Background: an optimization exercise with open tools, aiming at small area. Do not read the settings as production practice. At most, simulation tests tie the RTL to the original design; equivalence was not proved. Power figures rest on the tool's default switching activity, not on a simulated workload.

## job 3840
## exec_core
module exec_core (
	input  logic                clk,
	input  logic                arst_n,
	input  cpu16_pkg::word_t    instr,
	input  logic                instr_valid,
	input  cpu16_pkg::word_t    pc,
	input  cpu16_pkg::word_t    mem_rdata,
	output cpu16_pkg::word_t    mem_addr,
	output cpu16_pkg::word_t    mem_wdata,
	output logic                mem_we,
	output logic                jump_taken,
	output cpu16_pkg::word_t    jump_target,
	output logic                wb_en_o,
	output cpu16_pkg::reg_idx_t wb_idx,
	output cpu16_pkg::word_t    wb_data,
	output cpu16_pkg::flags_t   flags
);
Size: about 1300 cells after synthesis, about 260 flip-flops, ~130 I/O pins, roughly 15000 µm² of cells after synthesis.
clock: 11.0 ns
lec_check: 0
abc_area: 1
cap_margin: 20
core_margin: 2
core_utilization: 40
cts_buf_list: sky130_fd_sc_hd__clkbuf_16
cts_cluster_diameter: 80
cts_cluster_size: 30
setup_slack_margin: 0.3
slew_margin: 20
standard.sh (not shown) runs the stock make flow with config.mk's settings and CLKGATE_MAP_FILE= SYNTH_SCRIPT=/design/flow/synth_recipe.tcl, a recipe that flattens the netlist after the stock synthesis.
==> flow/flow/run.sh <==
#!/bin/bash
# The standard layout, with two changes: ABC maps the logic with an area-oriented script
# (flow/abc.script), and the port buffers are the smallest buffer cell.
set -euo pipefail
here=$(pwd)
rm -rf "$here/scripts_own"
cp -r "$FLOW_HOME/scripts" "$here/scripts_own"
cp "$here/flow/abc.script" "$here/scripts_own/abc_area.script"
cp "$here/flow/abc.script" "$here/scripts_own/abc_speed.script"
export SCRIPTS_DIR="$here/scripts_own"
export BUFFER_PORTS_ARGS="-buffer_cell sky130_fd_sc_hd__buf_1"
bash standard.sh > "$here/layout_make.log" 2>&1
==> flow/flow/abc.script <==
strash
&get -n
&st
&dch
&nf -R 1000
&put
topo
stime -c
buffer -c
upsize -c
dnsize -c
The inputs of job 2995 differ from those of job 3840 as listed below.
-- flow/config.mk --
<<< job 3840, line 12
export CTS_BUF_LIST = sky130_fd_sc_hd__clkbuf_16
export CTS_CLUSTER_DIAMETER = 80
export CTS_CLUSTER_SIZE = 30
>>> job 2995, line 12
export CTS_BUF_LIST = sky130_fd_sc_hd__clkbuf_8
export CTS_CLUSTER_DIAMETER = 60
export CTS_CLUSTER_SIZE = 16
[summary]
Summary of job 2995 over job 3840: power dissipated in combinational cells barely changed, mean instance size in the synthesized netlist has remained practically unchanged.
Count of cells along the worst hold path: job 3840 vs job 2995 identical
Changes observed in job 2995 relative to job 3840: critical path depth moved down; clock insertion delay at the later pin of the skew report grew by 0.06 ns.
The lower clock period minus worst slack came out of job 3840.
Sort job 3840 and job 2995 by total clock buffers created by CTS desc -> top: job 2995
Between job 2995 and job 3840, the core utilization does not differ in any meaningful way.
Side by side, post-synthesis to final-layout area growth turned out lower in job 2995 than in job 3840.
Post-route clock period utilization essentially unchanged between job 2995 and job 3840.
No run of this note included a check of the RTL's function; only the layout flow was run.


build 4:
Another version of the RTL of exec_core (not shown whole).
Size: ~1200 cells after synthesis, about 130 I/O pins, roughly 15000 um^2 of cells after synthesis.
export LEC_CHECK = 0
export ABC_AREA = 1
export CAP_MARGIN = 20
export CORE_MARGIN = 2
export CORE_UTILIZATION = 40
export CTS_BUF_LIST = sky130_fd_sc_hd__clkbuf_8
export CTS_CLUSTER_DIAMETER = 60
export CTS_CLUSTER_SIZE = 16
export SETUP_SLACK_MARGIN = 0.3
export SLEW_MARGIN = 20
create_clock -name core_clock -period 11.0 [get_ports {clk}]
==> flow/flow/run.sh <==
#!/bin/bash
# The standard layout, with these changes: ABC maps the logic with an area-oriented script
# (flow/abc.script); the port buffers are the smallest buffer cell; clock tree synthesis adds
# no dummy loads; and after global routing the non-critical gates are downsized
# and slew and capacitance repaired again (flow/post_grt.tcl).
set -euo pipefail
here=$(pwd)
rm -rf "$here/scripts_own"
cp -r "$FLOW_HOME/scripts" "$here/scripts_own"
cp "$here/flow/abc.script" "$here/scripts_own/abc_area.script"
cp "$here/flow/abc.script" "$here/scripts_own/abc_speed.script"
export SCRIPTS_DIR="$here/scripts_own"
export BUFFER_PORTS_ARGS="-buffer_cell sky130_fd_sc_hd__buf_1"
export CTS_ARGS="-sink_clustering_enable -repair_clock_nets -buf_list sky130_fd_sc_hd__clkbuf_8 -sink_clustering_size 16 -sink_clustering_max_diameter 60 -dont_use_dummy_load"
export RECOVER_POWER=100
export POST_GLOBAL_ROUTE_TCL="$here/flow/post_grt.tcl"
bash standard.sh > "$here/layout_make.log" 2>&1
==> flow/flow/post_grt.tcl <==
# After power recovery has downsized gates, repair the slew and capacitance it broke
global_route -start_incremental
repair_design_helper
detailed_placement
global_route -end_incremental
estimate_parasitics -global_routing
report_worst_slack
Scripts as last shown in full above: flow/flow/abc.script
For build 54, these inputs were changed with respect to build 4:
- CORE_UTILIZATION: 40 -> 55
Area: build 54 vs build 4 -> build 54 smaller. Min hold slack across build 54 and build 4: build 4. Across build 54 and build 4, none had a timing, DRC or antenna violation. Clock latency on the worst-skew pair delta (build 54 -> build 4): insignificant. Looking at endpoint of the most critical setup path, the wb_data[12] result is from build 4; the wb_data[15] one comes from build 54. Build 54 and build 4 ended up with roughly the same flip-flop and latch count. Build 4 ended up with sky130_fd_sc_hd__fa_1 as its standard cell with the maximum stage delay on the critical path; build 54 ended up with sky130_fd_sc_hd__a222oi_1. NOTE power attributed to combinational cells build 4->build 54 increased slightly. From build 4 to build 54 the numbers moved as follows: final period demand of the worst path has increased; via count higher; global-route wire length before repair fell by 1700 um; final worst-path setup slack lower.
### build 54 -> build 77
- CORE_UTILIZATION changed from 55 to 30
Results
- Delta (build 77 minus build 54): non-clock buffering overhead in the final layout went down; clock skew went down; met2 track utilization from global routing went down.
The inputs of build 85 differ from those of build 77 as listed below.
- CORE_UTILIZATION changed from 30 to 40
==> flow/flow/abc.script <==
strash
&get -n
&st
&dch
&nf -R 1000
&put
[summary]
- Per the comparison of build 85 with build 77, worst-case hold slack +0.017 ns, sequential share of layout area moved up, final critical delay including setup and external delays moved up, post-place instance area lower.

==> static timing again, ports no longer ideal <==
In the flow no input, the clock included, has a driving cell. The finished layouts below were timed again as built, in two steps.
Step 1, drivers: a clkbuf_16 drives clk and a buf_2 each remaining input, both assumed.
Step 2, shift: input delay + t, output delay - t, t = (earliest + latest rising clock arrival at the registers) / 2. This alone moves slack from input paths to output paths.
a / b / c = ideal ports / drivers / drivers and shift; a / b = the first two.
run | shift t [ns] | slack for setup (ns) | worst hold slack (ns) | worst setup path at the end | worst register clock-pin slew, ns
job 3840 | 0.536 | 0.756 / 0.730 / 0.730 | 0.649 / 0.649 / 0.649 | input to output | 0.11 / 0.11
job 2995 | 0.585 | 0.747 / 0.719 / 0.719 | 0.645 / 0.645 / 0.645 | input to output | 0.10 / 0.10
build 4 | 0.582 | 0.584 / 0.553 / 0.553 | 0.488 / 0.488 / 0.488 | input to output | 0.10 / 0.10
build 54 | 0.575 | 0.386 / 0.355 / 0.355 | 0.500 / 0.500 / 0.500 | input to output | 0.10 / 0.10
build 77 | 0.599 | 0.500 / 0.459 / 0.459 | 0.489 / 0.489 / 0.489 | input to output | 0.10 / 0.10
build 85 | 0.583 | 0.456 / 0.408 / 0.408 | 0.506 / 0.506 / 0.506 | input to output | 0.10 / 0.10
After both steps setup and hold are still met in every run listed. The setup slack of build 85, which loses most, moves by -0.048 ns with the drivers and by -0.048 ns with both steps.
